From an optimization exercise on the open Yosys and OpenROAD flow, aimed at small area; shortcuts taken in it are not production practice.
Power and IR drop assume default switching activity.

==> module multi_tone_generator, before the edit <==
module multi_tone_generator #(
    parameter int CLK_HZ   = 125000000,
    parameter int CHANNELS = 4,
    parameter int NUM_W    = 40,
    parameter int CNT_W    = 32,
    parameter int MAX_FREQ = 999999,
    localparam int CH_W    = (CHANNELS > 1) ? $clog2(CHANNELS) : 1
) (
    input  logic                clk,
    input  logic                rst,
    input  logic                cfg_valid,
    output logic                cfg_ready,
    input  logic [CH_W-1:0]     cfg_chan,
    input  logic [31:0]         cfg_freq,
    input  logic [7:0]          cfg_duty,
    output logic                cfg_err,
    input  logic [CHANNELS-1:0] chan_en,
    output logic [CHANNELS-1:0] wave_out,
    output logic [CHANNELS-1:0] period_strb
);
    localparam logic [63:0] NUMER64 = 64'(CLK_HZ) * 64'd100;
    localparam logic [33:0] NUMER   = NUMER64[33:0];
    logic [5:0]  step;
    logic [1:0]  chan_r;
    logic [7:0]  duty_r;
    logic [19:0] nf_r;      
    logic [19:0] rem_r;
    logic [31:0] nq_r;      
    logic        zf_r, zd_r, seen_r;
    logic        accept, commit, div_ph, div_last, mul_ph, bad, fzero;
    logic        nbit, ge, ebit;
    logic [20:0] sh, df;
    logic [31:0] acc, mul_out;
    assign cfg_ready = (step == 6'd0);
    assign accept    = cfg_ready && cfg_valid;
    assign commit    = (step == 6'd1);
    assign div_ph    = (step >= 6'd9);
    assign div_last  = (step == 6'd9);
    assign mul_ph    = !cfg_ready && !div_ph;
    assign bad       = (|cfg_freq[31:20]) || (cfg_freq[19:0] > 20'(MAX_FREQ));
    assign fzero     = ~|cfg_freq;
    assign nbit = NUMER[step - 6'd9];
    assign sh   = {rem_r, nbit};
    always_comb begin
        logic c;
        c = 1'b1;
        for (int i = 0; i < 21; i++) begin
            logic b;
            b     = (i < 20) ? nf_r[i] : 1'b1;
            df[i] = sh[i] ^ b ^ c;
            c     = (sh[i] & b) | (sh[i] & c) | (b & c);
        end
        ge = c;
    end
    assign ebit = duty_r[0] ^ seen_r;
    assign acc = {nf_r[11:0], rem_r};
    always_comb begin
        logic c;
        logic [31:0] s;
        c = 1'b0;
        for (int i = 0; i < 32; i++) begin
            logic b;
            b    = ebit & ~nq_r[i];
            s[i] = acc[i] ^ b ^ c;
            c    = (acc[i] & b) | (acc[i] & c) | (b & c);
        end
        mul_out = {c | zd_r, s[31:1]};
    end
    always_ff @(posedge clk) begin
        if (rst) begin
            step    <= 6'd0;
            cfg_err <= 1'b0;
        end else begin
            cfg_err <= accept && bad;
            if (accept) begin
                if (bad)        step <= 6'd0;
                else if (fzero) step <= 6'd1;
                else            step <= 6'd42;
            end else if (!cfg_ready) begin
                step <= step - 6'd1;
            end
        end
    end
    always_ff @(posedge clk) begin
        if (accept) begin
            chan_r <= cfg_chan;
            duty_r <= cfg_duty;
            zd_r   <= ~|cfg_duty;
            nf_r   <= ~cfg_freq[19:0];
            rem_r  <= 20'd0;
            zf_r   <= fzero;
        end else if (div_ph) begin
            nq_r <= {nq_r[30:0], ~ge};
            if (div_last) begin
                rem_r  <= {{12{zd_r}}, 8'hff};
                nf_r   <= {20{zd_r}};
                seen_r <= 1'b0;
            end else begin
                rem_r <= ge ? df[19:0] : sh[19:0];
            end
        end else if (mul_ph) begin
            duty_r              <= {1'b0, duty_r[7:1]};
            seen_r              <= seen_r | duty_r[0];
            {nf_r[11:0], rem_r} <= mul_out;
        end
    end
    for (genvar i = 0; i < CHANNELS; i++) begin : g_chan
        logic [31:0] act_np, act_lo, pend_np, pend_lo, cnt;
        logic [31:0] cur, inc;
        logic        act_nz, pend_nz, pend_vld, first;
        logic        run, wrap, load, clr, commit_here, hit, high;
        always_comb begin
            logic c;
            cur = first ? act_np : cnt;
            c   = 1'b1;
            for (int k = 0; k < 32; k++) begin
                inc[k] = cur[k] ^ c;
                c      = cur[k] & c;
            end
            hit = (&cur[31:1]) & ~cur[0];
            c   = 1'b1;
            for (int k = 0; k < 32; k++)
                c = (cur[k] & act_lo[k]) | (cur[k] & c) | (act_lo[k] & c);
            high = ~c;
        end
        assign run         = chan_en[i] && act_nz;
        assign wrap        = run && hit;
        assign load        = pend_vld && (wrap || !run);
        assign clr         = rst || !run || wrap;
        assign commit_here = commit && (chan_r == i);
        always_ff @(posedge clk) begin
            cnt   <= inc;
            first <= clr;
            if (load) begin
                act_np <= pend_np;
                act_lo <= pend_lo;
            end
            if (commit_here) begin
                pend_np <= nq_r;
                pend_lo <= mul_out;
                pend_nz <= !zf_r;
            end
            if (rst) begin
                act_nz   <= 1'b0;
                pend_vld <= 1'b0;
            end else begin
                if (load)        act_nz   <= pend_nz;
                if (commit_here) pend_vld <= 1'b1;
                else if (load)   pend_vld <= 1'b0;
            end
        end
        assign wave_out[i]    = run && high;
        assign period_strb[i] = run && first;
    end
endmodule
==> flow/config.mk <==
export PLATFORM = sky130hd
export DESIGN_NAME = multi_tone_generator
export DESIGN_NICKNAME = multi_tone_generator
export VERILOG_FILES = /design/flow/design.v
export SDC_FILE = /design/flow/constraint.sdc
export NUM_CORES = 4
export LEC_CHECK = 0
export CAP_MARGIN = 20
export CORE_MARGIN = 2
export CORE_UTILIZATION = 40
export SLEW_MARGIN = 20
==> flow/constraint.sdc <==
create_clock -name core_clock -period 8.0 [get_ports {clk}]
set_input_delay 1.6000 -clock core_clock [delete_from_list [all_inputs] [get_ports {clk}]]
set_output_delay 1.6000 -clock core_clock [all_outputs]
set_load 0.01 [all_outputs]
run.sh (not shown) runs the stock make flow with config.mk's settings and CLKGATE_MAP_FILE= SYNTH_SCRIPT=/design/flow/synth_recipe.tcl, a recipe that flattens the netlist after the stock synthesis.
The baseline finished with setup timing left.
Rerun with:
--- a/flow/design.v
+++ b/flow/design.v
@@ -43,27 +43,56 @@
     assign sh   = {rem_r, nbit};
     always_comb begin
-        logic c;
+        logic c, c0, c1;
+        logic [20:0] b;
+        logic [20:11] s0, s1;
+        b = {1'b1, nf_r};
         c = 1'b1;
-        for (int i = 0; i < 21; i++) begin
-            logic b;
-            b     = (i < 20) ? nf_r[i] : 1'b1;
-            df[i] = sh[i] ^ b ^ c;
-            c     = (sh[i] & b) | (sh[i] & c) | (b & c);
+        for (int i = 0; i < 11; i++) begin
+            df[i] = sh[i] ^ b[i] ^ c;
+            c     = (sh[i] & b[i]) | (sh[i] & c) | (b[i] & c);
         end
-        ge = c;
+        c0 = 1'b0;
+        c1 = 1'b1;
+        for (int i = 11; i < 21; i++) begin
+            s0[i] = sh[i] ^ b[i] ^ c0;
+            c0    = (sh[i] & b[i]) | (sh[i] & c0) | (b[i] & c0);
+            s1[i] = sh[i] ^ b[i] ^ c1;
+            c1    = (sh[i] & b[i]) | (sh[i] & c1) | (b[i] & c1);
+        end
+        df[20:11] = c ? s1 : s0;
+        ge        = c ? c1 : c0;
     end
     assign ebit = duty_r[0] ^ seen_r;
     assign acc = {nf_r[11:0], rem_r};
     always_comb begin
-        logic c;
-        logic [31:0] s;
+        logic c, c0, c1;
+        logic [31:0] b, s, s0, s1;
+        for (int i = 0; i < 32; i++) b[i] = ebit & ~nq_r[i];
         c = 1'b0;
-        for (int i = 0; i < 32; i++) begin
-            logic b;
-            b    = ebit & ~nq_r[i];
-            s[i] = acc[i] ^ b ^ c;
-            c    = (acc[i] & b) | (acc[i] & c) | (b & c);
+        for (int i = 0; i < 11; i++) begin
+            s[i] = acc[i] ^ b[i] ^ c;
+            c    = (acc[i] & b[i]) | (acc[i] & c) | (b[i] & c);
         end
-        mul_out = {c | zd_r, s[31:1]};
+        c0 = 1'b0;
+        c1 = 1'b1;
+        for (int i = 11; i < 22; i++) begin
+            s0[i] = acc[i] ^ b[i] ^ c0;
+            c0    = (acc[i] & b[i]) | (acc[i] & c0) | (b[i] & c0);
+            s1[i] = acc[i] ^ b[i] ^ c1;
+            c1    = (acc[i] & b[i]) | (acc[i] & c1) | (b[i] & c1);
+        end
+        s[21:11] = c ? s1[21:11] : s0[21:11];
+        c        = c ? c1 : c0;
+        c0 = 1'b0;
+        c1 = 1'b1;
+        for (int i = 22; i < 32; i++) begin
+            s0[i] = acc[i] ^ b[i] ^ c0;
+            c0    = (acc[i] & b[i]) | (acc[i] & c0) | (b[i] & c0);
+            s1[i] = acc[i] ^ b[i] ^ c1;
+            c1    = (acc[i] & b[i]) | (acc[i] & c1) | (b[i] & c1);
+        end
+        s[31:22] = c ? s1[31:22] : s0[31:22];
+        c        = c ? c1 : c0;
+        mul_out  = {c | zd_r, s[31:1]};
     end
     always_ff @(posedge clk) begin
Outcome: The changed run finished but failed the layout checks on setup timing. Design area hardly moves. Sequential power goes up by 4.2%. Worst hold slack improves by 0.0088 ns. Clock power is lower by about 5%. Sequential cell count stays the same. Setup slack gets better by 4.0 ns. Wire length grows by 3.1%. Die area came out higher by 1.8%. Via count rose by 2.3%. Count of clock-buffer cells in the layout increases by 10. Area after synthesis increases by 1.8%.
No functional check of the RTL was part of any run of this note.

-- what the ideal ports hide --
Ports are ideal in the flow. The routed layouts listed here were re-timed in OpenROAD. Step 1 (the two cells are an assumption about what drives the block):
set clk [get_ports {clk}]
set_driving_cell -lib_cell sky130_fd_sc_hd__clkbuf_16 $clk
set_driving_cell -lib_cell sky130_fd_sc_hd__buf_2 [delete_from_list [all_inputs] $clk]
Step 2, shift: input delay + t, output delay - t, t = (earliest + latest rising clock arrival at the registers) / 2. This alone moves slack from input paths to output paths. a / b / c = ideal / step 1 / step 2; a / b = the first two.
| run | t, ns | setup slack, ns | clock arrival spread, ns | slew at the worst register clock pin (ns) | pins driven straight from the clock port |
|---|---|---|---|---|---|
| the first run | 0.667 | -4.185 / -4.185 / -4.185 | 0.026 / 0.026 | 0.07 / 0.07 | 1 |
| the second run | 0.673 | -0.177 / -0.177 / -0.177 | 0.022 / 0.022 | 0.06 / 0.06 | 1 |
